Background: an optimization exercise with open tools, aiming at small area, a short achievable clock period and few clock cycles per item. Do not read the settings as production practice. Where RTL was checked, it was by simulation tests only, not by an equivalence proof against the original. Function not checked in runs 1 to 4: the RTL went through the layout flow alone. Power is estimated from default activity; no workload was simulated.

==> design/flow/design.v <==
module partition_engine (
    input  logic        clk,
    input  logic        rst,
    input  logic        cmd_valid,
    output logic        cmd_ready,
    input  logic [7:0]  cmd_op,
    input  logic [31:0] cmd_region,
    input  logic [31:0] cmd_mask,
    input  logic [3:0]  cmd_m1,
    input  logic [3:0]  cmd_m2,
    output logic        rsp_valid,
    input  logic        rsp_ready,
    output logic [2:0]  rsp_status,
    output logic [3:0]  rsp_module_id,
    output logic [4:0]  live_count,
    output logic [15:0] slot_valid,
    output logic        is_structured,
    output logic [11:0] mu_discovery,
    output logic [11:0] mu_execution,
    output logic [11:0] mu_cost,
    output logic        mu_saturated,
    input  logic [3:0]  rd_id,
    output logic [31:0] rd_region
);
    localparam logic [2:0] ST_OK      = 3'd0;
    localparam logic [2:0] ST_FULL    = 3'd1;
    localparam logic [2:0] ST_BAD_ID  = 3'd2;
    localparam logic [2:0] ST_OVERLAP = 3'd3;
    localparam logic [2:0] ST_EMPTY   = 3'd4;
    localparam logic [2:0] ST_ILLEGAL = 3'd5;
    logic [31:0] own_v;
    logic [3:0]  own_id [32];
    logic [11:0] disc_q, exec_q;
    logic [5:0]  inc_disc_q;
    logic [7:0]  inc_exec_q;
    logic        sat_q;
    always_comb begin
        for (int b = 0; b < 32; b++) rd_region[b] = own_v[b] && (own_id[b] == rd_id);
    end
    logic [12:0] disc_sum, exec_sum;
    logic [13:0] cost_sum;
    assign disc_sum     = {1'b0, disc_q} + {7'b0, inc_disc_q};
    assign exec_sum     = {1'b0, exec_q} + {5'b0, inc_exec_q};
    assign cost_sum     = {2'b0, disc_q} + {2'b0, exec_q} + {8'b0, inc_disc_q} + {6'b0, inc_exec_q};
    assign mu_discovery = disc_sum[12] ? 12'hfff : disc_sum[11:0];
    assign mu_execution = exec_sum[12] ? 12'hfff : exec_sum[11:0];
    assign mu_cost      = (cost_sum[13:12] != 2'b00) ? 12'hfff : cost_sum[11:0];
    assign mu_saturated = sat_q | (cost_sum[13:12] != 2'b00);
    logic accept;
    assign cmd_ready = !rsp_valid || rsp_ready;
    assign accept    = cmd_valid && cmd_ready;
    logic op_new, op_split, op_merge, op_acc;
    assign op_new   = (cmd_op == 8'h00);
    assign op_split = (cmd_op == 8'h01);
    assign op_merge = (cmd_op == 8'h02);
    assign op_acc   = (cmd_op == 8'h05);
    logic [3:0] free_id;
    logic       any_free;
    always_comb begin
        free_id  = '0;
        any_free = 1'b0;
        for (int k = 15; k >= 0; k--) begin
            if (!slot_valid[k]) begin
                free_id  = 4'(k);
                any_free = 1'b1;
            end
        end
    end
    logic [3:0]  sel_id;
    logic [31:0] psel;
    assign sel_id = op_merge ? cmd_m2 : cmd_m1;
    always_comb begin
        for (int b = 0; b < 32; b++) psel[b] = own_v[b] && (own_id[b] == sel_id);
    end
    logic overlap, region_zero, split_lo, split_hi, m1_live, m2_live;
    assign overlap     = |(cmd_region & own_v);
    assign region_zero = (cmd_region == '0);
    assign split_lo    = |(psel & cmd_mask);
    assign split_hi    = |(psel & ~cmd_mask);
    assign m1_live     = slot_valid[cmd_m1];
    assign m2_live     = slot_valid[cmd_m2];
    logic new_ok, split_ok, merge_ok;
    logic [2:0] status;
    always_comb begin
        status = ST_OK;
        if (op_new) begin
            if (region_zero)    status = ST_EMPTY;
            else if (overlap)   status = ST_OVERLAP;
            else if (!any_free) status = ST_FULL;
        end else if (op_split) begin
            if (!m1_live)                    status = ST_BAD_ID;
            else if (!any_free)              status = ST_FULL;
            else if (!split_lo || !split_hi) status = ST_EMPTY;
        end else if (op_merge) begin
            if (!m1_live || !m2_live || (cmd_m1 == cmd_m2)) status = ST_BAD_ID;
        end else if (!op_acc) begin
            status = ST_ILLEGAL;
        end
    end
    assign new_ok   = op_new && !region_zero && !overlap && any_free;
    assign split_ok = op_split && m1_live && any_free && split_lo && split_hi;
    assign merge_ok = op_merge && m1_live && m2_live && (cmd_m1 != cmd_m2);
    logic [5:0] pop;
    logic [7:0] inc_exec;
    always_comb begin
        pop = '0;
        for (int b = 0; b < 32; b++) pop = pop + 6'(cmd_region[b]);
    end
    always_comb begin
        inc_exec = '0;
        if (split_ok)      inc_exec = 8'd32;
        else if (merge_ok) inc_exec = 8'd4;
        else if (op_acc)   inc_exec = {live_count, 3'b000};
    end
    always_ff @(posedge clk or posedge rst) begin
        if (rst) begin
            rsp_valid     <= 1'b0;
            live_count    <= '0;
            slot_valid    <= '0;
            is_structured <= 1'b0;
            disc_q        <= '0;
            exec_q        <= '0;
            inc_disc_q    <= '0;
            inc_exec_q    <= '0;
            sat_q         <= 1'b0;
            own_v         <= '0;
        end else begin
            if (cmd_ready) rsp_valid <= cmd_valid;
            if (accept) begin
                if (new_ok || split_ok) begin
                    live_count          <= live_count + 5'd1;
                    slot_valid[free_id] <= 1'b1;
                end
                if (merge_ok) begin
                    live_count          <= live_count - 5'd1;
                    slot_valid[cmd_m2]  <= 1'b0;
                end
                if (op_acc) is_structured <= (live_count >= 5'd2);
                if (new_ok) own_v <= own_v | cmd_region;
                disc_q     <= mu_discovery;
                exec_q     <= mu_execution;
                sat_q      <= mu_saturated;
                inc_disc_q <= new_ok ? pop : 6'd0;
                inc_exec_q <= inc_exec;
            end
        end
    end
    always_ff @(posedge clk) begin
        if (accept) begin
            rsp_status    <= status;
            rsp_module_id <= merge_ok ? cmd_m1 : ((new_ok || split_ok) ? free_id : 4'd0);
            for (int b = 0; b < 32; b++) begin
                if ((new_ok && cmd_region[b]) || (split_ok && psel[b] && cmd_mask[b]))
                    own_id[b] <= free_id;
                else if (merge_ok && psel[b])
                    own_id[b] <= cmd_m1;
            end
        end
    end
endmodule
==> design/flow/run.sh <==
#!/bin/bash
# synth_recipe.tcl (not shown) runs the flow's synth.tcl, then flattens the netlist and writes it again
# the make line also repeats each setting of config.mk as NAME=value (left out here)
make -C /OpenROAD-flow-scripts/flow DESIGN_CONFIG=/design/flow/config.mk WORK_HOME=/design/flow/orfs CLKGATE_MAP_FILE= SYNTH_SCRIPT=/design/flow/synth_recipe.tcl finish
==> design/flow/config.mk <==
export PLATFORM = sky130hd
export DESIGN_NAME = partition_engine
export DESIGN_NICKNAME = partition_engine
export VERILOG_FILES = /design/flow/design.v
export SDC_FILE = /design/flow/constraint.sdc
export NUM_CORES = 4
export LEC_CHECK = 0
export CAP_MARGIN = 20
export CELL_PAD_IN_SITES_DETAIL_PLACEMENT = 2
export CELL_PAD_IN_SITES_GLOBAL_PLACEMENT = 4
export CORE_MARGIN = 2
export CORE_UTILIZATION = 30
export PLACE_DENSITY = 0.4
export SETUP_SLACK_MARGIN = 5
export SLEW_MARGIN = 20
==> design/flow/constraint.sdc <==
create_clock -name core_clock -period 10.0 [get_ports {clk}]
set_input_delay 2.0000 -clock core_clock [delete_from_list [all_inputs] [get_ports {clk}]]
set_output_delay 2.0000 -clock core_clock [all_outputs]
set_load 0.01 [all_outputs]
==> key figures, run 1 <==
Finish
  – Most common cell after layout, fill and taps aside: xnor2_1
  – Fillers: 6245
  – Area Growth Syn to Fin: 51.7%
  – Cell Count, Final, Fillers Out: 3164
  – Most frequent cells in the layout: 174 x xnor2_1, 173 x xor2_1, 146 x nand2_1
  – Layout cells sized above 1: 0.399
  – # diodes: 0
  – Nets: 2480

Detailed routing
  – DR vias: 17500
  – WL/cell: 30.9 um
  – Drt pass-1 iters: 5
  – Antenna viol nets, final: 0
  – Drt initial violations: 952
  – Drt drc: 0
  – Via density: 5.52
  – Final WL: 97800 um

Timing
  – Setup Total Neg Slack: 0 ns
  – Tightest Pin Transition: 0.963 ns
  – # setup viols final: 0
  – Rel. slew slack: 0.358
  – Achievable Freq: 0.148 GHz
  – Worst Skew: 0.0314 ns
  – RSZ-0062 raised after global routing: true
  – Setup ws final: 3.26 ns
  – Tmin final: 6.74 ns
  – Period utilisation layout: 0.674
  – Final hold viol count: 0
  – Final Max Slew Viols: 0

Synth
  – Mux share of post-synthesis cell area: 0.0793
  – Synth async-reset ratio: 0.405
  – Register area share after synthesis: 0.338
  – Cells after synthesis: 1964
  – Yosys cell types: 78
  – Flops & latches, synth: 227
  – Avg Cell Area, Syn: 9.58 um2
  – Post-Synth Adder-Cell Area: 0.0769
  – Synth Area in Compound Gates: 0.150
  – EDFF count, synth: 135
  – Yosys warns: 2
  – Cell Area, Synth: 18800 um2
  – XOR/XNOR share of the synthesized area: 0.173
  – Largest family of logic cells by synthesized area: XOR/XNOR gates
  – Simple-Gate Fraction of Synth Area: 0.137
  – Primary flip-flop cell chosen by synthesis mapping: edfxtp_1

Min path
  – Hold/Removal Path Class: reg2reg

GRT
  – Number of global-route vias before repair: 19000
  – Largest net degree at the start of global routing: 61
  – Initial antenna violation count: 2
  – Global route overflow: 0
  – GRT Resource Usage Total: 0.299
  – Global-route wire length before repair: 138000 um

Die
  – Core Region: 61800 um2
  – Die Width: 254 um
  – Site Rows: 91
  – Die H: 254 um
  – Die ar.: 64700 um2
  – Starting Density: 0.304
  – IO Pins: 188

Worst setup path
  – Worst path most repeated cell: o21ai_2
  – Crit Path Category: reg2out
  – R2r setup slk: 5.78 ns
  – CP max-delay cell: fa_1
  – Critical Path Max Stage Delay: 0.52 ns
  – CP required: 8.00 ns
  – Setup crit end kind: primary output
  – CP Launch Type: flip-flop
  – Worst path arrival time: 4.74 ns
  – Critical path fanouts, max: 5
  – Worst path cell trace: fa_1 > fa_1 > ha_2 > inv_2 > fa_2 > nor2b_4 > o21ai_2 > a21boi_2 > o21ai_2 > a21boi_2 > o21ai_2 > a21boi_2 > o21ai_2 > or4b_4 > o21ai_4 > buf_12 > buf_12 > nand2b_1 > buf_2

CTS
  – Sink Count: 227
  – H-tree Lvls: 2
  – Worst skew pair latency: 0.56 ns
  – Hold buffer count at cts: 0
  – Clock buffer depth: 3
  – Clock-pin slew on the worst setup and hold paths: 0.06 ns
  – CTS tree: yes
  – CTS buffer count: 34
  – Root Driver: clkbuf_16

Pwr
  – Final Power: 3750 uW
  – Peak supply drop: 124 uV
  – Pwr Density: 131 nW/um2
  – Leakage: 0.0115 uW

Place
  – Final Wtd Congestion: 0.830
  – Setup WS pre-CTS: 1.89 ns
  – IO Port Bufs: 187
  – Post-DP HPWL: 60500 um
  – # placed instances: 2907

Run
  – Maximum Capacitance Violations: 0

Outcome
  – Status: no timing/DRC/antenna violations
[metal layers]
layer  track usage  vias to the layer above  wire length (um)
met5             0                        -                 0
li1              -                     7684                 -
met2         0.508                      383             47800
met3        0.0350                      140              3460
met4        0.0879                        0              3230
met1         0.399                     9245             43300
[worst max-delay path, delay by kind of cell (launching register included)]
kind | cells | cell delay [ns]
fa+ha+maj | 4 | 1.59
compound gates | 8 | 1.07
simple gates | 3 | 0.69
buf+inv | 4 | 0.43
flops | 1 | 0.42
[cell usage after synthesis (18+ instances only)]
cell type  number  share of area
mux2_2         83          0.050
fa_1           41          0.044
a31oi_1        23         0.0076
nand2_1       197          0.039
a22oi_1        22         0.0088
nor2_1         87          0.017
xor2_1        176          0.082
edfxtp_1      135           0.22
nand3_1        56          0.015
dfrtp_1        92           0.12
mux2_1         24          0.014
nor4_1         56          0.019
ha_1           50          0.033
o21ai_0        85          0.023
inv_1          96          0.019
a21o_1         61          0.024
clkbuf_1       78          0.016
nor3_1         61          0.016
xnor2_1       195          0.091
buf_2          23         0.0061
a21oi_1        64          0.017
a2bb2oi_1      18         0.0084
[state kept, by name, indices dropped and copies added (netlist names)]
signal         flops
own_id           128
own_v             32
slot_valid        16
disc_q            12
exec_q            12
inc_disc_q         6
inc_exec_q         6
live_count         5
rsp_module_id      4
rsp_status         3
is_structured      1
rsp_valid          1
sat_q              1
[cells by family after synthesis]
| kind of cell | count (synthesis) |
|---|---|
| AND/OR/NAND/NOR | 537 |
| AO/OA/AOI/OAI | 397 |
| XOR/XNOR | 371 |
| flip-flops | 227 |
| buffers and inverters | 219 |
| multiplexers | 122 |
| adder cells (fa/ha/maj) | 91 |
[layout make-up]
type                       count  area [um2]  share of cell area
clock buffer                  49         991              0.0347
inverter                      97         369              0.0129
timing repair buffer         421        4640               0.163
clock inverter                13         121             0.00425
multi-input combinational   1520       15000               0.526
sequential                   227        6360               0.223
tap                          837        1050              0.0367
[repair_timing]
action,4_1_cts,5_1_grt
setup endpoints to repair,359,352
gates resized for setup,857,161
pin swaps,184,114
buffers inserted,125,49
gates cloned,20,1
endpoints found under the hold margin,0,0
[final timing paths]
path,endpoint,cells after the start,from
max,mu_cost[2],19,disc_q[2]
min,sat_q,1,sat_q
max reg2reg,sat_q,18,disc_q[2]
min reg2reg,sat_q,1,sat_q
max in group asynchronous,exec_q[2],3,rst
min in group asynchronous,slot_valid[13],2,rst
[per-stage QoR]
stage               cell area, um2  hold slack (ns)  utilization
global route                 28500            0.507        0.462
CTS                          27500            0.469        0.444
floorplan                    20500            0.434            -
global placement             23100            0.452        0.373
detailed placement           23100            0.453        0.373
finish                       28500            0.482        0.462
[power breakdown]
group	switching (uW)	internal [uW]	leakage (uW)
logic	764	694	0.00857
registers	41.4	1020	0.00242
clock network	490	742	0.000540
total	1300	2460	0.0115
==> run 2: changes to the inputs <==
--- a/design/flow/config.mk
+++ b/design/flow/config.mk
@@ -13,3 +13,2 @@
 export PLACE_DENSITY = 0.4
-export SETUP_SLACK_MARGIN = 5
 export SLEW_MARGIN = 20
==> run 2 against run 1 <==
Compared with the run above: still clean; clock-buffer cell count decreased by 2; combinational power decreased by 23%; die area unchanged; via count decreased by 7.3%; non-clock buffer count decreased by 200; flip-flop and latch count unchanged; clock power decreased by 14%; final area decreased by 21%; core utilization decreased by 9.9 points; critical path type unchanged; critical endpoint is now mu_cost[6]; largest power group unchanged.
==> key figures, run 2 <==
CTS
  – Clock buffer depth: 3 (unchanged)
  – H-tree Lvls: 1 (-1)
  – CTS buffer count: 31 (-8.8%)
  – # Post-CTS Setup Buffers: 0 (-100%)
  – Root Driver: clkbuf_16
  – CTS resizes: 0 (-100%)
  – CTS tree: yes
  – Clock-pin slew on the worst setup and hold paths: 0.06 ns (about the same)
  – Hold buffer count at cts: 0 (unchanged)
  – Worst skew pair latency: 0.60 ns (+0.04 ns)
  – Sink Count: 227 (unchanged)

Pwr
  – Peak supply drop: 134 uV (+8.3%)
  – Final Power: 3240 uW (-14%)
  – Leakage: 0.00861 uW (-25%)
  – Pwr Density: 144 nW/um2 (+9.7%)

Synth
  – Flops & latches, synth: 227 (unchanged)
  – Synth area leaders: edfxtp_1 22%, dfrtp_1 12%, xnor2_1 9.1%
  – Top cells by count, synth: 197 x nand2_1, 195 x xnor2_1, 176 x xor2_1, 135 x edfxtp_1, 96 x inv_1
  – Register area share after synthesis: 0.338 (unchanged)
  – Most frequent cell after synthesis: nand2_1
  – Area leader, netlist: edfxtp_1
  – Primary flip-flop cell chosen by synthesis mapping: edfxtp_1
  – Avg Cell Area, Syn: 9.58 um2 (unchanged)
  – EDFF count, synth: 135 (unchanged)
  – Yosys warns: 2 (unchanged)
  – Yosys cell types: 78 (unchanged)
  – Post-synth top area share: 0.215 (unchanged)
  – Synth async-reset ratio: 0.405 (unchanged)
  – Cell Area, Synth: 18800 um2 (unchanged)
  – Cells after synthesis: 1964 (unchanged)

Timing
  – RSZ-0062 raised after global routing: false
  – Rel. slew slack: 0.325 (-0.0331)
  – Final hold viol count: 0 (unchanged)
  – Tightest Pin Transition: 1.00 ns (+0.0404 ns)
  – Period utilisation layout: 0.789 (+0.115)
  – Achievable Freq: 0.127 GHz (-15%)
  – Final Max Slew Viols: 0 (unchanged)
  – Worst Skew: 0.0255 ns (-0.00596 ns)
  – Setup ws final: 2.11 ns (-1.15 ns)
  – Tmin final: 7.89 ns (+1.15 ns)
  – # setup viols final: 0 (unchanged)
  – Setup Total Neg Slack: 0 ns (unchanged)

Worst setup path
  – Crit Path Category: reg2out
  – R2r setup slk: 5.13 ns (-0.65 ns)
  – Worst path arrival time: 5.89 ns (+1.15 ns)
  – CP Launch Type: flip-flop
  – Worst path most repeated cell: o21ai_0
  – Critical path fanouts, max: 13 (+8)
  – CP required: 8.00 ns (about the same)
  – Worst path cell trace: fa_1 > fa_1 > ha_1 > inv_1 > fa_1 > nor2b_1 > o21ai_0 > a21boi_0 > o21ai_0 > a21boi_0 > o21ai_0 > a21boi_0 > o21ai_0 > or4b_2 > o21ai_0 > buf_4 > o21ai_0 > clkdlybuf4s50_1
  – CP max-delay cell: or4b_2
  – Critical Path Max Stage Delay: 0.62 ns (+0.10 ns)
  – Setup crit end kind: primary output

Die
  – Die ar.: 64700 um2 (unchanged)
  – IO Pins: 188 (unchanged)
  – Starting Density: 0.304 (unchanged)
  – Die Width: 254 um (unchanged)
  – Die H: 254 um (unchanged)
  – Site Rows: 91 (unchanged)
  – Core Region: 61800 um2 (unchanged)

GRT
  – GRT Resource Usage Total: 0.264 (-0.0354)
  – Largest net degree at the start of global routing: 55 (-9.8%)
  – Global route overflow: 0 (unchanged)
  – Number of global-route vias before repair: 17700 (-7.0%)
  – Initial antenna violation count: 5 (+3)
  – Global-route wire length before repair: 124000 um (-11%)

Finish
  – Register bank with the most flops: own_id
  – Layout cells sized above 1: 0.105 (-0.295)
  – Fillers: 6691 (+7.1%)
  – Most frequent cells in the layout: 196 x nand2_1, 195 x xnor2_1, 176 x xor2_1
  – Area of the multi-input gates: 11600 um2 (-22%)
  – Largest registers: own_id x128, own_v x32, slot_valid x16
  – Register Area: 6360 um2 (about the same)
  – Nets: 2275 (-8.3%)
  – Area Growth Syn to Fin: 19.3%
  – Max reg flops: 128 (unchanged)
  – Most common cell after layout, fill and taps aside: nand2_1

Detailed routing
  – Final WL: 85000 um (-13%)
  – Drt pass-1 iters: 5 (unchanged)
  – Drt initial violations: 860 (-9.7%)
  – Antenna viol nets, final: 0 (unchanged)
  – DR vias: 16200 (-7.3%)
  – Drt drc: 0 (unchanged)
  – WL/cell: 28.7 um (-7.1%)
  – Via density: 5.46 (-0.92%)

Place
  – Post-DP HPWL: 60000 um (-0.82%)
  – Setup WS pre-CTS: 1.81 ns (-0.0778 ns)
  – Final Wtd Congestion: 0.834 (+0.46%)
  – IO Port Bufs: 187 (unchanged)

Min path
  – Hold/Removal Path Class: reg2reg

Run
  – Maximum Capacitance Violations: 0 (unchanged)

Outcome
  – Status: no timing/DRC/antenna violations
[run 2: cell counts after synthesis]
No cell type changed its count.
[run 2: metal layers]
layer | share of wire | track usage | vias to the layer above
met5 | 0 | 0 | -
met4 | 0.033 | 0.0817 | 0
met3 | 0.033 | 0.0276 | 118
met2 | 0.48 | 0.444 | 327
met1 | 0.46 | 0.355 | 8486
li1 | - | - | 7245
[run 2: critical path: cells and delay by family (launching register included)]
family / cells / cell delay, ns
DFF: 1 / 0.41
and+or+nand+nor: 2 / 0.77
AOI/OAI and AO/OA: 9 / 1.76
adders and majority gates: 4 / 1.59
buffers and inverters: 3 / 0.77
[run 2: logic make-up (layout without fill, tap and decap cells)]
logic type	count (synthesis)	after routing	share of synthesized area
mux	122	122	0.0793
flops	227	227	0.338
simple gates	537	537	0.137
other cells	0	2	0
xor+xnor	371	371	0.173
compound gates	397	397	0.150
fa+ha+maj	91	91	0.0769
buf+inv	219	376	0.0464
[run 2: layout make-up]
| cell class | instances | area share |
|---|---|---|
| repair buffers | 221 | 0.0933 |
| clock buffers | 47 | 0.0377 |
| well taps | 837 | 0.0467 |
| diodes | 2 | 0.000223 |
| inverters | 97 | 0.0164 |
| multi-input cells | 1518 | 0.519 |
| clock inverters | 11 | 0.00362 |
| flip-flops and latches | 227 | 0.283 |
[run 2: metrics by stage]
stage / hold WS (ns) / util / cells / instance area, um2
3_5_place_dp: 0.459 / 0.348 / 2900 / 21500
2_1_floorplan: 0.434 / - / 1964 / 18800
6_report: 0.471 / 0.363 / 2960 / 22400
5_1_grt: 0.506 / 0.363 / 2959 / 22400
3_3_place_gp: 0.457 / 0.348 / 2900 / 21500
4_1_cts: 0.478 / 0.363 / 2958 / 22400
[run 2: path summary, 6_finish.rpt]
kind	startpoint	end	cells past startpoint
max in group asynchronous	rst	own_v[18]	3
worst max register to register	disc_q[2]	sat_q	17
min in group asynchronous	rst	slot_valid[13]	2
worst max-delay path	disc_q[2]	mu_cost[6]	18
worst min register to register	sat_q	sat_q	1
worst min-delay path	sat_q	sat_q	1
[run 2: where the power goes]
| part | internal (uW) | switching [uW] |
|---|---|---|
| clock | 603 | 456 |
| sequential | 1020 | 38.3 |
| combinational | 507 | 610 |
==> run 3: changes to the inputs <==
--- a/design/flow/design.v
+++ b/design/flow/design.v
@@ -32,4 +32,4 @@
     logic [3:0]  own_id [32];
-    logic [11:0] disc_q, exec_q;
-    logic [5:0]  inc_disc_q;
+    logic [5:0]  disc_q, inc_disc_q;
+    logic [11:0] exec_q;
     logic [7:0]  inc_exec_q;
@@ -39,8 +39,9 @@
     end
-    logic [12:0] disc_sum, exec_sum;
+    logic [5:0]  disc_sum;
+    logic [12:0] exec_sum;
     logic [13:0] cost_sum;
-    assign disc_sum     = {1'b0, disc_q} + {7'b0, inc_disc_q};
+    assign disc_sum     = disc_q + inc_disc_q;
     assign exec_sum     = {1'b0, exec_q} + {5'b0, inc_exec_q};
-    assign cost_sum     = {2'b0, disc_q} + {2'b0, exec_q} + {8'b0, inc_disc_q} + {6'b0, inc_exec_q};
-    assign mu_discovery = disc_sum[12] ? 12'hfff : disc_sum[11:0];
+    assign cost_sum     = {8'b0, disc_q} + {2'b0, exec_q} + {8'b0, inc_disc_q} + {6'b0, inc_exec_q};
+    assign mu_discovery = {6'b0, disc_sum};
     assign mu_execution = exec_sum[12] ? 12'hfff : exec_sum[11:0];
@@ -139,3 +140,3 @@
                 if (new_ok) own_v <= own_v | cmd_region;
-                disc_q     <= mu_discovery;
+                disc_q     <= disc_sum;
                 exec_q     <= mu_execution;
==> run 3 against run 2 <==
Compared with the run above: combinational power down 26%; register-to-register slack better by 0.21 ns; clock-buffer cell count up 3; routed wire length up 8.0%; area after synthesis up 0.82%; synthesized cell count up 2.5%; critical path depth down 6; non-clock buffer count up 12; worst hold slack better by 0.016 ns; core utilization about the same; first-iteration DRC count up 22%; critical endpoint is now own_id[20][0]; largest cell class unchanged.
==> key figures, run 3 <==
Timing
  – Tmin final: 7.58 ns (-0.315 ns)
  – Setup Total Neg Slack: 0 ns (unchanged)
  – Worst Skew: 0.0169 ns (-0.00860 ns)
  – Final hold viol count: 0 (unchanged)
  – Rel. slew slack: 0.256 (-0.0691)
  – Min Hold Slack: 0.487 ns (+0.0160 ns)
  – Setup ws final: 2.42 ns (+0.315 ns)
  – Final Max Slew Viols: 0 (unchanged)
  – Tightest Pin Transition: 1.11 ns (+0.110 ns)
  – Achievable Freq: 0.132 GHz (+4.2%)
  – RSZ-0062 raised after global routing: false
  – Period utilisation layout: 0.758 (-0.0315)
  – # setup viols final: 0 (unchanged)

CTS
  – Clock-pin slew on the worst setup and hold paths: 0.06 ns (about the same)
  – # Post-CTS Setup Buffers: 0 (unchanged)
  – Worst skew pair latency: 0.56 ns (-0.04 ns)
  – H-tree Lvls: 2 (+1)
  – CTS tree: yes
  – Clock buffer depth: 3 (unchanged)
  – CTS resizes: 0 (unchanged)
  – Sink Count: 221 (-2.6%)
  – Root Driver: clkbuf_16
  – CTS buffer count: 34 (+9.7%)
  – Hold buffer count at cts: 0 (unchanged)

Finish
  – Largest registers: own_id x128, own_v x32, slot_valid x16
  – Register bank with the most flops: own_id
  – Area Growth Syn to Fin: 20.2%
  – Nets: 2302 (+1.2%)
  – Layout cells sized above 1: 0.116 (+0.0115)
  – # diodes: 0 (-2)
  – Max reg flops: 128 (unchanged)
  – Most frequent cells in the layout: 229 x xor2_1, 171 x nand2_1, 169 x clkdlybuf4s50_1
  – Most common cell after layout, fill and taps aside: xor2_1

Worst setup path
  – Crit Path Category: in2reg
  – R2r setup slk: 5.34 ns (+0.21 ns)
  – CP required: 10.18 ns (+2.18 ns)
  – Worst path top cell family by delay: simple AND/OR/NAND/NOR gates
  – Worst path most repeated cell: nor3_1
  – Critical path fanouts, max: 32 (+19)
  – Worst path cell trace: clkdlybuf4s50_1 > or4b_2 > nor2_2 > mux2i_1 > xnor2_1 > nor3_1 > a221o_1 > nor4_4 > a211oi_4 > buf_4 > a221oi_1 > nor3_1
  – CP Buf/Inv Count: 2 (-1)
  – Worst path arrival time: 7.76 ns (+1.87 ns)
  – CP max-delay cell: or4b_2
  – Setup crit end kind: flip-flop
  – Critical Path Max Stage Delay: 1.06 ns (+0.44 ns)
  – CP Launch Type: input port

GRT
  – Global-route wire length before repair: 133000 um (+7.6%)
  – Initial antenna violation count: 4 (-1)
  – Largest net degree at the start of global routing: 51 (-7.3%)
  – GRT Resource Usage Total: 0.277 (+0.0133)
  – Number of global-route vias before repair: 18700 (+5.8%)
  – Global route overflow: 0 (unchanged)

Synth
  – Register area share after synthesis: 0.327 (-0.0107)
  – Cells after synthesis: 2014 (+2.5%)
  – Top cells by count, synth: 229 x xor2_1, 172 x nand2_1, 135 x edfxtp_1, 107 x xnor2_1, 105 x inv_1
  – Area leader, netlist: edfxtp_1
  – Primary flip-flop cell chosen by synthesis mapping: edfxtp_1
  – Largest family of logic cells by synthesized area: simple AND/OR/NAND/NOR gates
  – Post-synth top area share: 0.214 (-0.00176)
  – Synth area leaders: edfxtp_1 21%, dfrtp_1 11%, xor2_1 11%
  – Flops & latches, synth: 221 (-2.6%)
  – Yosys warns: 2 (unchanged)
  – Synth Area in Compound Gates: 0.137 (-0.0139)
  – Avg Cell Area, Syn: 9.42 um2 (-1.7%)
  – EDFF count, synth: 135 (unchanged)
  – Most frequent cell after synthesis: xor2_1
  – Post-Synth Adder-Cell Area: 0.0675 (-0.00933)
  – Synth async-reset ratio: 0.389 (-0.0161)
  – Cell Area, Synth: 19000 um2 (+0.82%)
  – Mux share of post-synthesis cell area: 0.0915 (+0.0122)
  – Simple-Gate Fraction of Synth Area: 0.167 (+0.0303)
  – Yosys cell types: 74 (-5.1%)
  – XOR/XNOR share of the synthesized area: 0.155 (-0.0176)

Min path
  – Hold/Removal Path Class: reg2reg

Pwr
  – Psw: 968 uW (-12%)
  – Gate power share: 0.269 (-0.076)
  – Leakage: 0.00851 uW (-1.1%)
  – Clock share of power: 0.403 (+0.075)
  – Power Internal: 2100 uW (-1.7%)
  – Final Power: 3060 uW (-5.3%)
  – Seq pwr share: 0.328 (about the same)
  – Sw Share: 0.316 (-0.0253)
  – Pwr Density: 134 nW/um2 (-6.8%)
  – Peak supply drop: 107 uV (-20%)

Die
  – Die H: 255 um (+0.40%)
  – Site Rows: 92 (+1.1%)
  – Die ar.: 65300 um2 (+0.81%)
  – Core Region: 62900 um2 (+1.7%)
  – Starting Density: 0.302 (-0.00249)
  – IO Pins: 188 (unchanged)
  – Die Width: 255 um (+0.40%)

Detailed routing
  – WL/cell: 30.5 um (+6.3%)
  – DR vias: 17100 (+5.7%)
  – Met1 WL: 40500 um (+4.1%)
  – Via density: 5.69 (+4.1%)
  – Antenna viol nets, final: 0 (unchanged)
  – Top layer in use: met5
  – Met3 wire len: 3910 um (+38%)
  – Drt initial violations: 1048 (+22%)
  – Drt pass-1 iters: 6 (+1)
  – Met2 WL: 44500 um (+9.7%)
  – Drt drc: 0 (unchanged)
  – Final WL: 91800 um (+8.0%)

Run
  – Maximum Capacitance Violations: 0 (unchanged)

Place
  – IO Port Bufs: 181 (-3.2%)
  – Final Wtd Congestion: 0.814 (-2.3%)
  – Setup WS pre-CTS: 1.97 ns (+0.161 ns)
  – Post-DP HPWL: 63300 um (+5.5%)

Outcome
  – Status: no timing/DRC/antenna violations
-- run 3: changes by cell type in the layout (fill, tap and decap cells not counted), sizes merged, moves of 17 or more --
cell     change
xnor2       -88
xor2        +53
nor2b       +51
nor2        -50
nand4       +40
o22ai       +34
a21o        -30
mux2i       +29
a2bb2oi     -26
a32o        +26
nand2       -25
o21ai       -23
buf         +18
nand2b      +17
-- run 3: final cells by class --
type | count | area (um2)
multi-input cells | 1539 | 11800
clock inverters | 12 | 111
repair buffers | 233 | 2190
clock buffers | 50 | 1010
inverters | 106 | 400
well taps | 846 | 1060
fillers | 6903 | 40100
flip-flops and latches | 221 | 6210
-- run 3: through the flow --
| step | area, um2 | std cells | utilization |
|---|---|---|---|
| finish | 22800 | 3007 | 0.363 |
| global route | 22800 | 3007 | 0.363 |
| CTS | 22800 | 3007 | 0.363 |
| detailed placement | 21700 | 2945 | 0.345 |
| global placement | 21700 | 2945 | 0.345 |
| floorplan | 19000 | 2019 | - |
-- run 3: worst paths after layout --
check / from / depth (start not counted) / to
max: cmd_op[1] / 12 / own_id[20][0]
min: sat_q / 1 / sat_q
max reg2reg: slot_valid[3] / 10 / own_id[20][0]
min reg2reg: sat_q / 1 / sat_q
max in group asynchronous: rst / 3 / own_v[18]
min in group asynchronous: rst / 2 / slot_valid[6]
-- run 3: cells by family (layout without fill, tap and decap cells) --
family,Yosys count,in the layout
simple gates,597,597
compound gates,374,374
xor+xnor,336,336
buf+inv,259,401
flops,221,221
mux,147,147
fa+ha+maj,79,79
other cells,1,6
-- run 3: routing by layer --
layer  GRT usage  up-vias
li1            -     7522
met1       0.360     9006
met2       0.474      418
met3      0.0402      151
met4      0.0859        6
met5           0        -
-- run 3: power groups by stage --
| stage | Clock, uW | Combinational (uW) | Sequential, uW |
|---|---|---|---|
| finish | 1240 | 824 | 1000 |
| floorplan | 0 | 516 | 1020 |
| CTS | 1260 | 837 | 1000 |
| detailed placement | 0 | 827 | 1020 |
| global placement | 0 | 808 | 1020 |
| global route | 1290 | 913 | 1010 |
==> run 4: changes to the inputs <==
--- a/design/flow/config.mk
+++ b/design/flow/config.mk
@@ -7,2 +7,3 @@
 export LEC_CHECK = 0
+export ABC_AREA = 1
 export CAP_MARGIN = 20
==> run 4 against run 3 <==
Compared with the run above: routed wire length grew 1.3%; total power grew 6.0%; combinational power grew 23%; worst hold slack lost 0.012 ns; via count grew 11%.
==> key figures, run 4 <==
Outcome
  – Status: no timing/DRC/antenna violations

Timing
  – Worst Skew: 0.0124 ns (-0.00448 ns)
  – Setup ws final: 2.48 ns (+0.0609 ns)
  – Achievable Freq: 0.133 GHz (+0.81%)
  – RSZ-0062 raised after global routing: false
  – Tmin final: 7.52 ns (-0.0609 ns)
  – Rel. slew slack: 0.155 (-0.101)
  – Period utilisation layout: 0.752 (-0.00609)
  – Tightest Pin Transition: 1.23 ns (+0.122 ns)
  – Setup Total Neg Slack: 0 ns (unchanged)
  – # setup viols final: 0 (unchanged)
  – Final Max Slew Viols: 0 (unchanged)
  – Final hold viol count: 0 (unchanged)

Place
  – Final Wtd Congestion: 0.883 (+8.4%)
  – Placed cell area: 20900 um2 (-3.7%)
  – Post-DP HPWL: 65600 um (+3.5%)
  – Setup WS pre-CTS: 2.29 ns (+0.320 ns)
  – IO Port Bufs: 181 (unchanged)

Detailed routing
  – Drt drc: 0 (unchanged)
  – WL/cell: 26.8 um (-12%)
  – DR vias: 18900 (+11%)
  – Drt initial violations: 1149 (+9.6%)
  – Drt pass-1 iters: 5 (-1)
  – Final WL: 93000 um (+1.3%)
  – Via density: 5.47 (-3.9%)
  – Antenna viol nets, final: 0 (unchanged)

CTS
  – CTS tree: yes
  – Clock-pin slew on the worst setup and hold paths: 0.06 ns (about the same)
  – CTS buffer count: 31 (-8.8%)
  – H-tree Lvls: 1 (-1)
  – Root Driver: clkbuf_16
  – Worst skew pair latency: 0.60 ns (+0.04 ns)
  – CTS resizes: 0 (unchanged)
  – # Post-CTS Setup Buffers: 0 (unchanged)
  – Hold buffer count at cts: 0 (unchanged)
  – Sink Count: 221 (unchanged)
  – Clock buffer depth: 3 (unchanged)

Pwr
  – Psw: 1120 uW (+16%)
  – Seq pwr share: 0.311 (-0.017)
  – Gate power share: 0.311 (+0.042)
  – Peak supply drop: 201 uV (+88%)
  – Sw Share: 0.346 (+0.0302)
  – Pwr Density: 148 nW/um2 (+9.8%)
  – Final Power: 3250 uW (+6.0%)
  – Leakage: 0.0109 uW (+28%)
  – Clock share of power: 0.378 (-0.025)
  – Power Internal: 2120 uW (+1.3%)

Finish
  – Largest registers: own_id x128, own_v x32, slot_valid x16
  – Area of the multi-input gates: 10400 um2 (-12%)
  – Area Growth Syn to Fin: 19.2%
  – Register bank with the most flops: own_id
  – Max reg flops: 128 (unchanged)
  – Final instance area: 22000 um2 (-3.5%)
  – Fin util: 0.363 (about the same)
  – Most common cell after layout, fill and taps aside: nand2_1
  – Layout cells sized above 1: 0.0768 (-0.0394)
  – Most frequent cells in the layout: 804 x nand2_1, 317 x inv_1, 212 x nand3_1
  – Register Area: 6210 um2 (unchanged)
  – Nets: 2826 (+23%)
  – Fillers: 7094 (+2.8%)

Worst setup path
  – Worst path cell trace: clkdlybuf4s50_1 > inv_1 > buf_4 > o221ai_1 > a2111oi_1 > buf_4 > clkdlybuf4s50_1
  – Critical Path Max Stage Delay: 0.84 ns (-0.22 ns)
  – CP required: 8.00 ns (-2.18 ns)
  – CP max-delay cell: inv_1
  – Worst path arrival time: 5.52 ns (-2.24 ns)
  – Setup crit end kind: primary output
  – Worst path top cell family by delay: buffers and inverters
  – Critical path fanouts, max: 20 (-38%)
  – CP Launch Type: input port
  – Crit Path Category: in2out
  – CP Buf/Inv Count: 5 (+3)

Synth
  – Post-synth top area share: 0.220 (+0.00603)
  – Cell Area, Synth: 18500 um2 (-2.7%)
  – Cells after synthesis: 2522 (+25%)
  – Yosys cell types: 49 (-34%)
  – EDFF count, synth: 135 (unchanged)
  – Flops & latches, synth: 221 (unchanged)
  – Avg Cell Area, Syn: 7.32 um2 (-22%)
  – Most frequent cell after synthesis: nand2_1
  – Yosys warns: 2 (unchanged)
  – Top cells by count, synth: 806 x nand2_1, 318 x inv_1, 212 x nand3_1, 149 x nor2_1, 135 x edfxtp_1
  – Primary flip-flop cell chosen by synthesis mapping: edfxtp_1
  – Synth area leaders: edfxtp_1 22%, nand2_1 16%, dfrtp_1 12%
  – Synth async-reset ratio: 0.389 (unchanged)
  – Area leader, netlist: edfxtp_1
  – Register area share after synthesis: 0.336 (+0.00923)

Die
  – Die H: 252 um (-1.4%)
  – IO Pins: 188 (unchanged)
  – Site Rows: 90 (-2.2%)
  – Die Width: 252 um (-1.4%)
  – Core Region: 60600 um2 (-3.6%)
  – Starting Density: 0.305 (+0.00271)
  – Die ar.: 63500 um2 (-2.7%)

GRT
  – Met2 usage: 0.521 (+0.0468)
  – Largest net degree at the start of global routing: 55 (+7.8%)
  – Global-route wire length before repair: 138000 um (+3.6%)
  – Initial antenna violation count: 2 (-2)
  – Routing usage on met3: 0.0276 (-0.0125)
  – Met1 global-route usage: 0.374 (+0.0132)
  – Most Crowded Layer GR: met2
  – Global route overflow: 0 (unchanged)
  – GRT Resource Usage Total: 0.293 (+0.0162)
  – Number of global-route vias before repair: 20700 (+11%)

Min path
  – Hold/Removal Path Class: reg2reg

Run
  – Maximum Capacitance Violations: 0 (unchanged)
[run 4: final timing paths]
check / start / endpoint / slack [ns] / cells past startpoint
worst max-delay path: rd_id[3] / rd_region[11] / 2.48 / 7
worst min-delay path: sat_q / sat_q / 0.47 / 2
worst max register to register: slot_valid[8] / own_id[31][3] / 6.06 / 11
worst min register to register: sat_q / sat_q / 0.47 / 2
max in group asynchronous: rst / own_v[26] / 6.94 / 3
min in group asynchronous: rst / exec_q[11] / 1.83 / 2
[run 4: power groups by stage]
stage               sequential [uW]  clock, uW  combinational (uW)
floorplan                      1020          0                 590
global placement               1030          0                 972
detailed placement             1030          0                1000
CTS                            1010       1240                1010
global route                   1010       1280                1120
finish                         1010       1230                1010
[run 4: kinds of logic (layout without fill, tap and decap cells)]
group	after synthesis	in the layout	share of synthesized area
AO/OA/AOI/OAI	323	323	0.110
buffers and inverters	440	596	0.100
AND/OR/NAND/NOR	1402	1402	0.358
adder cells (fa/ha/maj)	79	79	0.0694
other	1	7	0.000203
flip-flops	221	221	0.336
XOR/XNOR	56	56	0.0266
[run 4: worst reg2reg max path: cells and delay by family, from the launching register on]
family | cells | cell delay (ns)
buf+inv | 3 | 0.76
flops | 1 | 0.45
simple gates | 8 | 2.44
[run 4: per-layer routing]
layer / routed length [um] / vias up
met5: 11 / -
met1: 40100 / 9734
met3: 3280 / 155
met2: 46500 / 404
li1: - / 8649
met4: 3110 / 2
[run 4: final cells by class]
class,count,share of cell area
Clock inverter,21,0.0119
Tap cell,782,0.0445
Timing Repair Buffer,212,0.0916
Inverter,327,0.0561
Clock buffer,36,0.0385
Multi-Input combinational cell,1866,0.475
Antenna cell,1,0.000114
Sequential cell,221,0.282
[run 4: stage by stage]
stage          std cells  hold WS, ns
5_1_grt             3465        0.514
6_report            3466        0.475
2_1_floorplan       2527        0.427
4_1_cts             3465        0.480
3_3_place_gp        3408        0.440
3_5_place_dp        3408        0.462
==> run 5: changes to the inputs <==
--- a/design/flow/design.v
+++ b/design/flow/design.v
@@ -32,6 +32,4 @@
     logic [3:0]  own_id [32];
-    logic [5:0]  disc_q, inc_disc_q;
-    logic [11:0] exec_q;
-    logic [7:0]  inc_exec_q;
-    logic        sat_q;
+    logic [5:0] disc_q;
+    logic       sat_q;
     always_comb begin
@@ -39,12 +37,7 @@
     end
-    logic [5:0]  disc_sum;
-    logic [12:0] exec_sum;
-    logic [13:0] cost_sum;
-    assign disc_sum     = disc_q + inc_disc_q;
-    assign exec_sum     = {1'b0, exec_q} + {5'b0, inc_exec_q};
-    assign cost_sum     = {8'b0, disc_q} + {2'b0, exec_q} + {8'b0, inc_disc_q} + {6'b0, inc_exec_q};
-    assign mu_discovery = {6'b0, disc_sum};
-    assign mu_execution = exec_sum[12] ? 12'hfff : exec_sum[11:0];
-    assign mu_cost      = (cost_sum[13:12] != 2'b00) ? 12'hfff : cost_sum[11:0];
-    assign mu_saturated = sat_q | (cost_sum[13:12] != 2'b00);
+    logic [12:0] cost_sum;
+    assign mu_discovery = {6'b0, disc_q};
+    assign cost_sum     = {7'b0, disc_q} + {1'b0, mu_execution};
+    assign mu_cost      = cost_sum[12] ? 12'hfff : cost_sum[11:0];
+    assign mu_saturated = sat_q | cost_sum[12];
     logic accept;
@@ -103,4 +96,5 @@
     assign merge_ok = op_merge && m1_live && m2_live && (cmd_m1 != cmd_m2);
-    logic [5:0] pop;
-    logic [7:0] inc_exec;
+    logic [5:0]  pop;
+    logic [7:0]  inc_exec;
+    logic [12:0] exec_sum;
     always_comb begin
@@ -115,2 +109,3 @@
     end
+    assign exec_sum = {1'b0, mu_execution} + {5'b0, inc_exec};
     always_ff @(posedge clk or posedge rst) begin
@@ -122,5 +117,3 @@
             disc_q        <= '0;
-            exec_q        <= '0;
-            inc_disc_q    <= '0;
-            inc_exec_q    <= '0;
+            mu_execution  <= '0;
             sat_q         <= 1'b0;
@@ -139,8 +132,8 @@
                 if (op_acc) is_structured <= (live_count >= 5'd2);
-                if (new_ok) own_v <= own_v | cmd_region;
-                disc_q     <= disc_sum;
-                exec_q     <= mu_execution;
-                sat_q      <= mu_saturated;
-                inc_disc_q <= new_ok ? pop : 6'd0;
-                inc_exec_q <= inc_exec;
+                if (new_ok) begin
+                    own_v  <= own_v | cmd_region;
+                    disc_q <= disc_q + pop;
+                end
+                mu_execution <= exec_sum[12] ? 12'hfff : exec_sum[11:0];
+                sat_q        <= sat_q | exec_sum[12];
             end
--- a/design/flow/config.mk
+++ b/design/flow/config.mk
@@ -9,7 +9,8 @@
 export CAP_MARGIN = 20
-export CELL_PAD_IN_SITES_DETAIL_PLACEMENT = 2
-export CELL_PAD_IN_SITES_GLOBAL_PLACEMENT = 4
+export CELL_PAD_IN_SITES_DETAIL_PLACEMENT = 1
+export CELL_PAD_IN_SITES_GLOBAL_PLACEMENT = 2
 export CORE_MARGIN = 2
-export CORE_UTILIZATION = 30
-export PLACE_DENSITY = 0.4
+export CORE_UTILIZATION = 55
+export PLACE_DENSITY = 0.65
+export SETUP_SLACK_MARGIN = 4.7
 export SLEW_MARGIN = 20
==> run 5 against run 4 <==
Compared with the run above: the run now fails in global placement without I/O (3_1_place_gp_skip_io); synthesized cell count shrank 12%; area after synthesis down 9.5%.
==> key figures, run 5 <==
Outcome
  – Status: aborted with a tool error
  – Failed at: global placement without I/O (3_1_place_gp_skip_io)
  – First Error: [ERROR GPL-0301] Utilization 108.486 % exceeds 100%.

Synth
  – Cell Area, Synth: 16700 um2 (-9.5%)
  – Flops & latches, synth: 208 (-5.9%)
  – Most frequent cell after synthesis: nand2_1
  – Synth async-reset ratio: 0.351 (-0.0382)
  – EDFF count, synth: 135 (unchanged)
  – Top cells by count, synth: 576 x nand2_1, 317 x inv_1, 163 x o21ai_1, 148 x nor2_1, 135 x edfxtp_1
  – Primary flip-flop cell chosen by synthesis mapping: edfxtp_1
  – Post-synth top area share: 0.243 (+0.0229)
  – Synth area leaders: edfxtp_1 24%, nand2_1 13%, dfrtp_1 11%
  – Cells after synthesis: 2228 (-12%)
  – Avg Cell Area, Syn: 7.50 um2 (+2.5%)
  – Register area share after synthesis: 0.352 (+0.0156)
  – Area leader, netlist: edfxtp_1
  – Yosys warns: 2 (unchanged)
  – Yosys cell types: 52 (+6.1%)

Die
  – Starting Density: 0.561 (+0.256)
  – Die Width: 178 um (-29%)
  – Site Rows: 63 (-30%)
  – Die H: 178 um (-29%)
-- run 5: cell families after synthesis --
logic type	after synthesis	share of synthesized area
xor+xnor	54	0.0283
flops	208	0.352
buf+inv	429	0.105
simple gates	972	0.252
fa+ha+maj	62	0.0595
compound gates	502	0.203
other cells	1	0.000224
Testbench counts of run 5, summed over its fixed seeds: cycles 4,832, items 4,800.
==> run 6: changes to the inputs <==
--- a/design/flow/config.mk
+++ b/design/flow/config.mk
@@ -12,4 +12,4 @@
 export CORE_MARGIN = 2
-export CORE_UTILIZATION = 55
-export PLACE_DENSITY = 0.65
+export CORE_UTILIZATION = 40
+export PLACE_DENSITY = 0.55
 export SETUP_SLACK_MARGIN = 4.7
==> run 6 against run 5 <==
Compared with the run above: now clean on timing, DRC and antenna; synthesized cell count unchanged; area after synthesis unchanged.
==> key figures, run 6 <==
Outcome
  – Status: no timing/DRC/antenna violations

Finish
  – Cell Count, Final, Fillers Out: 3118
  – Final instance area: 23500 um2
  – Layout cells sized above 1: 0.236
  – Nets: 2713
  – Most frequent cells in the layout: 543 x nand2_1, 285 x inv_1, 169 x o21ai_1
  – Register bank with the most flops: own_id
  – Fillers: 4913
  – Max reg flops: 128
  – Largest registers: own_id x128, own_v x32, slot_valid x16
  – Area Growth Syn to Fin: 40.8%
  – Most common cell after layout, fill and taps aside: nand2_1

Worst setup path
  – Critical path fanouts, max: 2
  – Setup crit end kind: flip-flop
  – Crit Path Category: in2reg
  – CP Launch Type: input port
  – Worst path arrival time: 6.71 ns
  – CP required: 10.46 ns

Die
  – Site Rows: 74 (+17%)
  – Die ar.: 43400 um2
  – Core Region: 41000 um2
  – Die Width: 208 um (+17%)
  – Die H: 208 um (+17%)
  – IO Pins: 188
  – Starting Density: 0.407 (-0.153)

Detailed routing
  – Antenna viol nets, final: 0
  – DR vias: 19200
  – Drt pass-1 iters: 6
  – Final WL: 89400 um
  – WL/cell: 28.7 um
  – Via density: 6.16
  – Drt initial violations: 1875
  – Drt drc: 0

Pwr
  – Peak supply drop: 117 uV
  – Clock share of power: 0.328
  – Power Internal: 1880 uW
  – Sw Share: 0.351
  – Pwr Density: 123 nW/um2
  – Gate power share: 0.352
  – Psw: 1020 uW
  – Seq pwr share: 0.320
  – Leakage: 0.0102 uW

CTS
  – Hold buffer count at cts: 0
  – Clock-pin slew on the worst setup and hold paths: 0.06 ns
  – Sink Count: 208
  – CTS tree: yes
  – CTS buffer count: 28
  – Root Driver: clkbuf_16
  – Clock buffer depth: 3
  – H-tree Lvls: 1
  – Worst skew pair latency: 0.60 ns

Timing
  – Final hold viol count: 0
  – # setup viols final: 0
  – Tightest Pin Transition: 1.09 ns
  – Worst Skew: 0.0461 ns
  – Period utilisation layout: 0.625
  – Setup Total Neg Slack: 0 ns
  – Tmin final: 6.25 ns
  – RSZ-0062 raised after global routing: true
  – Final Max Slew Viols: 0
  – Achievable Freq: 0.160 GHz
  – Setup ws final: 3.75 ns
  – Rel. slew slack: 0.273

Synth
  – Mux share of post-synthesis cell area: 0 (unchanged)
  – Yosys cell types: 52 (unchanged)
  – Simple-Gate Fraction of Synth Area: 0.252 (unchanged)
  – Primary flip-flop cell chosen by synthesis mapping: edfxtp_1
  – Post-Synth Adder-Cell Area: 0.0595 (unchanged)
  – Top cells by count, synth: 576 x nand2_1, 317 x inv_1, 163 x o21ai_1, 148 x nor2_1, 135 x edfxtp_1
  – Cell Area, Synth: 16700 um2 (unchanged)
  – Area leader, netlist: edfxtp_1
  – Post-synth top area share: 0.243 (unchanged)
  – Avg Cell Area, Syn: 7.50 um2 (unchanged)
  – Flops & latches, synth: 208 (unchanged)
  – Register area share after synthesis: 0.352 (unchanged)
  – Largest family of logic cells by synthesized area: simple AND/OR/NAND/NOR gates
  – XOR/XNOR share of the synthesized area: 0.0283 (unchanged)
  – Synth area leaders: edfxtp_1 24%, nand2_1 13%, dfrtp_1 11%
  – Yosys warns: 2 (unchanged)
  – Cells after synthesis: 2228 (unchanged)
  – Synth async-reset ratio: 0.351 (unchanged)
  – Most frequent cell after synthesis: nand2_1
  – Synth Area in Compound Gates: 0.203 (unchanged)
  – EDFF count, synth: 135 (unchanged)

Place
  – Placed cell area: 18900 um2
  – Post-DP HPWL: 51900 um
  – Setup WS pre-CTS: 2.67 ns
  – Final Wtd Congestion: 0.917
  – IO Port Bufs: 181
  – # placed instances: 2865

GRT
  – Global route overflow: 0
  – Global-route wire length before repair: 127000 um
  – GRT Resource Usage Total: 0.394
  – Number of global-route vias before repair: 19800
  – Initial antenna violation count: 4
  – Largest net degree at the start of global routing: 45

Run
  – Maximum Capacitance Violations: 0

Min path
  – Hold/Removal Path Class: reg2reg
run 6: cell counts after synthesis:
No cell type changed its count.
run 6: cell families (layout without fill, tap and decap cells):
group / Yosys count / after routing
AND/OR/NAND/NOR: 972 / 982
AO/OA/AOI/OAI: 502 / 502
XOR/XNOR: 54 / 54
adder cells (fa/ha/maj): 62 / 62
flip-flops: 208 / 208
buffers and inverters: 429 / 771
other: 1 / 7
run 6: layer usage:
metal | part of all wire | GRT usage | wire length [um] | vias to the layer above
met2 | 0.46 | 0.637 | 41000 | 1119
met3 | 0.097 | 0.0842 | 8660 | 384
li1 | - | - | - | 8241
met5 | 0.00036 | 0 | 32 | -
met1 | 0.37 | 0.479 | 33000 | 9445
met4 | 0.075 | 0.247 | 6680 | 6
run 6: layout make-up:
class                   count  area [um2]  share of cell area
clock buffers              40         766              0.0325
well taps                 532         666              0.0283
repair buffers            393        4130               0.175
flip-flops and latches    208        5880               0.250
repair inverters            2        17.5            0.000745
clock inverters            12        68.8             0.00293
inverters                 324        1290              0.0548
multi-input cells        1606       10700               0.455
diodes                      1        2.50            0.000106
run 6: final timing paths:
path | to | start | slack (ns) | cells past startpoint
setup reg to reg | disc_q[4] | disc_q[0] | 5.36 | 15
max in group asynchronous | own_v[19] | rst | 6.98 | 3
min in group asynchronous | own_v[11] | rst | 1.82 | 2
hold reg to reg | sat_q | sat_q | 0.49 | 2
setup / recovery | disc_q[4] | cmd_region[5] | 3.75 | 16
hold / removal | sat_q | sat_q | 0.49 | 2
run 6: worst max-delay path, stage by stage:
cell and delay [ns]:
clkdlybuf4s15_2 0.19, inv_2 0.05, fa_2 0.62, fa_1 0.46
fa_1 0.47, fa_1 0.57, fa_1 0.46, fa_1 0.56
inv_2 0.06, fa_2 0.38, fa_2 0.38, a21oi_4 0.15
o21ai_2 0.08, xor2_1 0.14, nand2_1 0.06, nand2_1 0.05
run 6: power groups by stage:
stage          registers [uW]  clock network (uW)  logic (uW)
2_1_floorplan             945                   0         448
3_3_place_gp              946                   0         668
3_5_place_dp              945                   0         701
4_1_cts                   929                 948         898
5_1_grt                   929                 986        1090
6_report                  929                 953        1020
run 6: timing repair:
item,4_1_cts,5_1_grt
endpoints found under the hold margin,0,0
setup endpoints to repair,377,264
resized for setup,506,204
pin swaps,114,89
setup buffers,138,37
gates cloned,19,6
run 6: through the flow:
step | hold slack [ns] | util | total power, uW
floorplan | 0.423 | - | 1390
global placement | 0.466 | 0.461 | 1610
detailed placement | 0.485 | 0.461 | 1650
CTS | 0.498 | 0.548 | 2770
global route | 0.527 | 0.574 | 3010
finish | 0.491 | 0.574 | 2900
==> run 7: changes to the inputs <==
==> design/flow/config.mk (replaced) <==
export PLATFORM = sky130hd
export DESIGN_NAME = partition_engine
export DESIGN_NICKNAME = partition_engine
export VERILOG_FILES = /design/flow/design.v
export SDC_FILE = /design/flow/constraint.sdc
export NUM_CORES = 4
export LEC_CHECK = 0
export ABC_AREA = 1
export CAP_MARGIN = 20
export CELL_PAD_IN_SITES_DETAIL_PLACEMENT = 2
export CELL_PAD_IN_SITES_GLOBAL_PLACEMENT = 4
export CORE_MARGIN = 2
export CORE_UTILIZATION = 30
export PLACE_DENSITY = 0.4
export SLEW_MARGIN = 20
==> run 7 against run 6 <==
Compared with the run above: area after synthesis did not move; flip-flop and latch count did not move; core utilization fell by 21 points; via count shrank 11%; first-iteration DRC count is 53% lower; global-route usage is 9.9 points lower; worst setup slack worse by 0.95 ns.
==> key figures, run 7 <==
GRT
  – Global-route wire length before repair: 124000 um (-2.5%)
  – Global route overflow: 0 (unchanged)
  – Largest net degree at the start of global routing: 41 (-8.9%)
  – Number of global-route vias before repair: 18700 (-5.2%)
  – GRT Resource Usage Total: 0.295 (-0.0986)
  – Initial antenna violation count: 2 (-2)

Worst setup path
  – CP max-delay cell: a2111oi_0
  – Worst path arrival time: 5.20 ns (-1.51 ns)
  – Critical Path Max Stage Delay: 0.86 ns (+0.24 ns)
  – Worst path top cell family by delay: buffers and inverters
  – Worst path most repeated cell: clkdlybuf4s50_1
  – Setup crit end kind: primary output
  – CP required: 8.00 ns (-2.46 ns)
  – Worst path cell trace: clkdlybuf4s50_1 > inv_2 > buf_4 > o221ai_1 > a2111oi_0 > clkdlybuf4s50_1
  – Crit Path Category: in2out
  – CP Launch Type: input port
  – Critical path origin: rd_id[3]
  – Critical path fanouts, max: 20 (+18)
  – Worst r2r src: disc_q[0]
  – CP Buf/Inv Count: 4 (+1)

Detailed routing
  – Via density: 5.46 (-11%)
  – Drt initial violations: 886 (-53%)
  – DR vias: 17100 (-11%)
  – Drt drc: 0 (unchanged)
  – Final WL: 84600 um (-5.4%)
  – WL/cell: 27.0 um (-6.0%)
  – Drt pass-1 iters: 5 (-1)
  – Antenna viol nets, final: 0 (unchanged)

Die
  – Starting Density: 0.303 (-0.104)
  – Die ar.: 57600 um2 (+33%)
  – Core Region: 55100 um2 (+34%)
  – IO Pins: 188 (unchanged)
  – Die H: 240 um (+15%)
  – Site Rows: 86 (+16%)
  – Die Width: 240 um (+15%)

Min path
  – Hold/Removal Path Class: reg2reg
  – Hold Startpoint: sat_q

Pwr
  – Leakage: 0.00857 uW (-16%)
  – Seq pwr share: 0.351 (+0.031)
  – Sw Share: 0.335 (-0.0165)
  – Final Power: 2640 uW (-9.0%)
  – Psw: 884 uW (-13%)
  – Clock share of power: 0.389 (+0.061)
  – Pwr Density: 132 nW/um2 (+6.7%)
  – Gate power share: 0.260 (-0.092)
  – Power Internal: 1760 uW (-6.6%)
  – Peak supply drop: 131 uV (+12%)

Place
  – # placed instances: 3082 (+7.6%)
  – Final Wtd Congestion: 0.859 (-6.4%)
  – Post-DP HPWL: 59300 um (+14%)
  – Placed cell area: 19200 um2 (+1.3%)
  – IO Port Bufs: 181 (unchanged)

Synth
  – Post-synth top area share: 0.243 (unchanged)
  – Synth area leaders: edfxtp_1 24%, nand2_1 13%, dfrtp_1 11%
  – Yosys cell types: 52 (unchanged)
  – Most frequent cell after synthesis: nand2_1
  – Register area share after synthesis: 0.352 (unchanged)
  – EDFF count, synth: 135 (unchanged)
  – Cell Area, Synth: 16700 um2 (unchanged)
  – Primary flip-flop cell chosen by synthesis mapping: edfxtp_1
  – Cells after synthesis: 2228 (unchanged)
  – Area leader, netlist: edfxtp_1
  – Avg Cell Area, Syn: 7.50 um2 (unchanged)
  – Flops & latches, synth: 208 (unchanged)
  – Synth async-reset ratio: 0.351 (unchanged)
  – Top cells by count, synth: 576 x nand2_1, 317 x inv_1, 163 x o21ai_1, 148 x nor2_1, 135 x edfxtp_1
  – Yosys warns: 2 (unchanged)

CTS
  – CTS buffer count: 30 (+7.1%)
  – Clock buffer depth: 3 (unchanged)
  – Sink Count: 208 (unchanged)
  – CTS resizes: 0 (-100%)
  – Clock-pin slew on the worst setup and hold paths: 0.06 ns (about the same)
  – # Post-CTS Setup Buffers: 0 (-100%)
  – Worst skew pair latency: 0.60 ns (about the same)
  – Root Driver: clkbuf_16
  – Hold buffer count at cts: 0 (unchanged)
  – H-tree Lvls: 1 (unchanged)
  – CTS tree: yes

Timing
  – RSZ-0062 raised after global routing: false
  – Achievable Freq: 0.139 GHz (-13%)
  – Worst Skew: 0.0157 ns (-0.0304 ns)
  – Tightest Pin Transition: 1.18 ns (+0.0912 ns)
  – Final Max Slew Viols: 0 (unchanged)
  – # setup viols final: 0 (unchanged)
  – Rel. slew slack: 0.207 (-0.0656)
  – Tmin final: 7.20 ns (+0.947 ns)
  – Setup Total Neg Slack: 0 ns (unchanged)
  – Period utilisation layout: 0.720 (+0.0947)
  – Final hold viol count: 0 (unchanged)
  – Min Hold Slack: 0.475 ns (-0.0158 ns)

Finish
  – Nets: 2516 (-7.3%)
  – Area Growth Syn to Fin: 20.1%
  – Max reg flops: 128 (unchanged)
  – # diodes: 0 (-1)
  – Final instance area: 20100 um2 (-15%)
  – Most frequent cells in the layout: 574 x nand2_1, 311 x inv_1, 179 x clkdlybuf4s50_1
  – Most common cell after layout, fill and taps aside: nand2_1
  – Layout cells sized above 1: 0.0661 (-0.170)
  – Largest registers: own_id x128, own_v x32, slot_valid x16
  – Cell Count, Final, Fillers Out: 3138 (+0.64%)
  – Register bank with the most flops: own_id

Run
  – Maximum Capacitance Violations: 0 (unchanged)

Outcome
  – Status: no timing/DRC/antenna violations
## run 7: cell count changes in the layout (fill, tap and decap cells not counted), moves of 22 or more
cell and delta:
nor2_1 +27, buf_4 -101, nand2_1 +31, o21ai_0 +22, buf_2 -35, buf_12 -31, clkdlybuf4s50_1 +79, inv_1 +26
buf_6 -42
## run 7: path summary, 6_finish.rpt
path / to / slack (ns) / cells past startpoint
worst max-delay path: rd_region[30] / 2.80 / 6
worst min-delay path: sat_q / 0.48 / 2
min in group asynchronous: disc_q[5] / 1.86 / 2
max in group asynchronous: own_v[1] / 7.00 / 3
worst min register to register: sat_q / 0.48 / 2
worst max register to register: disc_q[4] / 5.43 / 14
## run 7: area by class of cell
| class | instances | area [um2] |
|---|---|---|
| sequential | 208 | 5880 |
| timing repair buffer | 206 | 2000 |
| tap | 748 | 936 |
| clock buffer | 35 | 791 |
| clock inverter | 21 | 123 |
| inverter | 324 | 1220 |
| fill | 6435 | 35000 |
| multi-input combinational | 1596 | 9120 |
## run 7: tightest hold or removal path, delay by kind of cell, from the launching register on
family                 cells  cell delay [ns]
flip-flops                 1             0.32
buffers and inverters      1             0.06
AND/OR/NAND/NOR            1             0.06
## run 7: logic make-up (layout without fill, tap and decap cells)
| family | count (synthesis) | count (layout) | synth area share |
|---|---|---|---|
| AOI/OAI and AO/OA | 502 | 502 | 0.203 |
| xor gates and xnor gates | 54 | 54 | 0.0283 |
| adders and majority gates | 62 | 62 | 0.0595 |
| buffers and inverters | 429 | 586 | 0.105 |
| DFF | 208 | 208 | 0.352 |
| other | 1 | 6 | 0.000224 |
| and+or+nand+nor | 972 | 972 | 0.252 |
## run 7: power groups by stage
stage / sequential [uW] / clock, uW / combinational (uW)
floorplan: 945 / 0 / 421
global placement: 946 / 0 / 666
detailed placement: 946 / 0 / 686
CTS: 929 / 1040 / 695
global route: 929 / 1080 / 771
finish: 928 / 1030 / 687
## run 7: metrics by stage
stage,setup WS [ns],utilization
after global routing,2.69,0.364
after CTS,2.68,0.364
after floorplan,3.44,-
final,2.80,0.364
after detailed placement,2.48,0.348
after global placement,2.54,0.348
## run 7: routing by layer
layer	vias up	global-route usage	wire length [um]
met2	386	0.529	42400
li1	7809	-	-
met1	8788	0.369	36000
met4	4	0.0975	2930
met3	140	0.0319	3280
met5	-	0	27

## separate check: timing with driven ports
The flow's constraints put no driver on any port. The routed layouts listed below were extracted and timed again, unchanged, in two steps. Step 1 assumes that a clkbuf_16 drives the clock port and a buf_2 every other input. Step 2 adds t to the input delays and takes it off the output delays; t is the mean of the earliest and latest rising clock arrival at the registers after step 1. Input paths then give back, and output paths get back, about the clock's delay inside the block. a / b / c = no drivers / after step 1 / after step 2; a / b = the first two.
run | t (ns) | slack for setup (ns) | latest minus earliest clock arrival (ns)
run 1 | 0.612 | 3.256 / 3.190 / 3.333 | 0.032 / 0.032
run 2 | 0.655 | 2.108 / 2.044 / 1.802 | 0.025 / 0.025
run 3 | 0.611 | 2.423 / 2.461 / 1.850 | 0.017 / 0.016
run 4 | 0.654 | 2.484 / 2.461 / 2.461 | 0.012 / 0.012
run 6 | 0.635 | 3.750 / 3.722 / 3.087 | 0.046 / 0.046
run 7 | 0.649 | 2.803 / 2.781 / 2.488 | 0.015 / 0.015
After both steps setup and hold are still met in every run listed. The setup slack of run 6, which loses most, moves by -0.028 ns with the drivers and by -0.663 ns with both steps.
